This design comes from an exercise in tuning for small area on the open sky130 flow, not from production work. Function was checked by simulation only, so behaviour that the tests miss may differ from the original.

==> flow/design.v <==
module trng_vn #(
    parameter int WIDTH     = 512,
    parameter int REP_LIMIT = 32
) (
    input  logic             SCLK,
    input  logic             RST,
    input  logic             EN,
    input  logic             RAW_BIT,
    input  logic             RAW_VALID,
    input  logic             READY,
    output logic [WIDTH-1:0] RANDOM_NUMBER,
    output logic             VALID,
    output logic             FAULT
);
    localparam int CW = $clog2(WIDTH);
    localparam int RW = $clog2(REP_LIMIT);
    localparam logic [CW-1:0] LAST    = CW'(WIDTH - 1);
    localparam logic [RW-1:0] REP_TOP = RW'(REP_LIMIT - 2);   
    logic             phase_q;    
    logic             run_q;      
    logic             full_q;     
    logic [CW-1:0]    cnt_q;      
    logic             valid_q;
    logic             fault_q;
    logic             first_q;    
    logic             prev_q;     
    logic [RW-1:0]    rep_q;      
    logic [WIDTH-2:0] sreg_n;     
    logic [WIDTH-1:0] outn_q;     
    logic sample, emit, same, trip, at_last, done, load, keep, shift, hold;
    logic oload, okeep, valid_n;
    assign sample  = EN & RAW_VALID & ~fault_q;
    assign same    = run_q & (RAW_BIT == prev_q);
    assign trip    = sample & same & (rep_q == REP_TOP);
    assign emit    = sample & phase_q & (first_q ^ RAW_BIT) & ~full_q;
    assign at_last = (cnt_q == LAST);
    assign done    = emit & at_last;               
    assign load    = ~trip & ((done & (~valid_q | READY)) | (full_q & READY));
    assign keep    = ~trip & valid_q & ~READY;
    assign shift   = emit & ~at_last;
    assign hold    = ~shift;
    assign oload   = (done & (~valid_q | READY)) | (full_q & READY);
    assign okeep   = ~oload;
    assign valid_n = ~valid_q;
    logic [WIDTH-2:0] sreg_src, sreg_d;
    logic [WIDTH-1:0] slot_src, outn_d;
    assign sreg_src = {sreg_n[WIDTH-3:0], ~first_q};
    assign slot_src = {sreg_n, ~first_q};
    for (genvar i = 0; i < WIDTH-1; i++) begin : g_sreg
        trng_vn_sel u_sel (
            .a  (shift),
            .b  (hold),
            .da (sreg_src[i]),
            .db (sreg_n[i]),
            .y  (sreg_d[i])
        );
    end
    for (genvar i = 0; i < WIDTH; i++) begin : g_slot
        trng_vn_sel u_sel (
            .a  (oload),
            .b  (okeep),
            .da (slot_src[i]),
            .db (outn_q[i]),
            .y  (outn_d[i])
        );
        trng_vn_mask u_mask (
            .qn (outn_q[i]),
            .vn (valid_n),
            .y  (RANDOM_NUMBER[i])
        );
    end
    always_ff @(posedge SCLK or posedge RST) begin
        if (RST) begin
            phase_q <= 1'b0;
            run_q   <= 1'b0;
            full_q  <= 1'b0;
            cnt_q   <= '0;
            valid_q <= 1'b0;
            fault_q <= 1'b0;
        end else begin
            if (sample) begin
                phase_q <= ~phase_q;
                run_q   <= 1'b1;
            end
            if (!EN || trip)
                phase_q <= 1'b0;
            if (trip)
                fault_q <= 1'b1;
            if (trip || load)
                full_q <= 1'b0;
            else if (done)
                full_q <= 1'b1;
            if (trip || load)
                cnt_q <= '0;
            else if (shift)
                cnt_q <= cnt_q + 1'b1;
            valid_q <= ~trip & (load | keep);
        end
    end
    always_ff @(posedge SCLK) begin
        if (sample) begin
            prev_q <= RAW_BIT;
            rep_q  <= same ? rep_q + 1'b1 : '0;
            if (!phase_q && (!full_q || READY))
                first_q <= RAW_BIT;
        end
        sreg_n <= sreg_d;
        outn_q <= outn_d;
    end
    assign VALID = valid_q;
    assign FAULT = fault_q;
endmodule
module trng_vn_sel (
    input  logic a,
    input  logic b,
    input  logic da,
    input  logic db,
    output logic y
);
    assign y = (a & da) | (b & db);
endmodule
module trng_vn_mask (
    input  logic qn,
    input  logic vn,
    output logic y
);
    assign y = ~(qn | vn);
endmodule
clock: 5.0 ns
lec_check: 0
cap_margin: 20
core_margin: 2
core_utilization: 40
slew_margin: 20
synth_hierarchical: 1
standard.sh (not shown) runs the stock make flow with config.mk's settings and CLKGATE_MAP_FILE= SYNTH_SCRIPT=/design/flow/synth_recipe.tcl, a recipe that flattens the netlist after the stock synthesis.
==> flow/flow/run.sh <==
#!/bin/bash
# Standard ORFS layout (the standard.sh) with two changes:
#  * port buffers use the smallest buffer, sky130_fd_sc_hd__buf_1;
#  * CTS builds its tree from clkbuf_8 with sink clusters of up to 18
#    flip-flops and no dummy loads.
set -euo pipefail
bash standard.sh \
  "BUFFER_PORTS_ARGS=-buffer_cell sky130_fd_sc_hd__buf_1" \
  "CTS_ARGS=-sink_clustering_enable -repair_clock_nets -buf_list sky130_fd_sc_hd__clkbuf_8 -sink_clustering_size 18 -sink_clustering_max_diameter 80 -dont_use_dummy_load" \
  finish > flow_make.log 2>&1
Edit:
--- a/flow/design.v
+++ b/flow/design.v
@@ -23,12 +23,13 @@
     logic             valid_q;
     logic             fault_q;
     logic             first_q;    
+    logic             last_q;     
     logic             prev_q;     
     logic [RW-1:0]    rep_q;      
-    logic [WIDTH-2:0] sreg_n;     
+    logic [WIDTH-2:0] sreg_p;     
     logic [WIDTH-1:0] outn_q;     
     logic sample, emit, same, trip, at_last, done, load, keep, shift, hold;
-    logic oload, okeep, valid_n;
+    logic oload, okeep, valid_n, nbit;
     assign sample  = EN & RAW_VALID & ~fault_q;
     assign same    = run_q & (RAW_BIT == prev_q);
     assign trip    = sample & same & (rep_q == REP_TOP);
@@ -42,27 +43,36 @@
     assign oload   = (done & (~valid_q | READY)) | (full_q & READY);
     assign okeep   = ~oload;
     assign valid_n = ~valid_q;
+    assign nbit    = full_q ? last_q : first_q;
     logic [WIDTH-2:0] sreg_src, sreg_d;
     logic [WIDTH-1:0] slot_src, outn_d;
-    assign sreg_src = {sreg_n[WIDTH-3:0], ~first_q};
-    assign slot_src = {sreg_n, ~first_q};
+    assign sreg_src = {sreg_p[WIDTH-3:0], first_q};
+    assign slot_src = {sreg_p, nbit};       
     for (genvar i = 0; i < WIDTH-1; i++) begin : g_sreg
-        trng_vn_sel u_sel (
-            .a  (shift),
-            .b  (hold),
-            .da (sreg_src[i]),
-            .db (sreg_n[i]),
+        trng_vn_seli u_sel (
+            .h  (hold),
+            .q  (sreg_p[i]),
+            .s  (sreg_src[i]),
             .y  (sreg_d[i])
         );
     end
     for (genvar i = 0; i < WIDTH; i++) begin : g_slot
-        trng_vn_sel u_sel (
-            .a  (oload),
-            .b  (okeep),
-            .da (slot_src[i]),
-            .db (outn_q[i]),
-            .y  (outn_d[i])
-        );
+        if (i % 2 == 0) begin : g_even
+            trng_vn_seli u_sel (
+                .h  (okeep),
+                .q  (outn_q[i]),
+                .s  (slot_src[i]),
+                .y  (outn_d[i])
+            );
+        end else begin : g_odd
+            trng_vn_sel u_sel (
+                .a  (oload),
+                .b  (okeep),
+                .da (slot_src[i]),
+                .db (outn_q[i]),
+                .y  (outn_d[i])
+            );
+        end
         trng_vn_mask u_mask (
             .qn (outn_q[i]),
             .vn (valid_n),
@@ -101,10 +111,12 @@
         if (sample) begin
             prev_q <= RAW_BIT;
             rep_q  <= same ? rep_q + 1'b1 : '0;
-            if (!phase_q && (!full_q || READY))
+            if (!phase_q)
                 first_q <= RAW_BIT;
         end
-        sreg_n <= sreg_d;
+        if (done)
+            last_q <= first_q;
+        sreg_p <= sreg_d;
         outn_q <= outn_d;
     end
     assign VALID = valid_q;
@@ -119,6 +131,14 @@
 );
     assign y = (a & da) | (b & db);
 endmodule
+module trng_vn_seli (
+    input  logic h,
+    input  logic q,
+    input  logic s,
+    output logic y
+);
+    assign y = ~((~h | ~q) & (h | s));
+endmodule
 module trng_vn_mask (
     input  logic qn,
     input  logic vn,
Result: The new run passed the timing, design-rule and antenna checks. Non-clock buffer count went up by 5. Die area is about the same. Setup slack degrades by 0.53 ns. Wire length goes down by 4.4%. Fmax went down by 13%. Utilization barely changes.

separate check: timing with driven ports:
How much do the figures lean on ideal ports? The routed layouts below were timed once more, with nothing changed but the port constraints. Step 1, drivers: a clkbuf_16 drives SCLK and a buf_2 each remaining input, both assumed. Step 2 adds t to the input delays and takes it off the output delays; t is the mean of the earliest and latest rising clock arrival at the registers after step 1. Input paths then give back, and output paths get back, about the clock's delay inside the block. a / b / c = no drivers / after step 1 / after step 2; a / b = the first two.
| run | shift t [ns] | slack for setup (ns) | worst setup path after step 2 | latest minus earliest clock arrival (ns) |
|---|---|---|---|---|
| the first run | 0.707 | 1.307 / 1.251 / 1.486 | input to register | 0.087 / 0.087 |
| the second run | 0.724 | 0.776 / 0.713 / 1.437 | register to output | 0.060 / 0.061 |
After both steps every run listed still meets setup and hold.
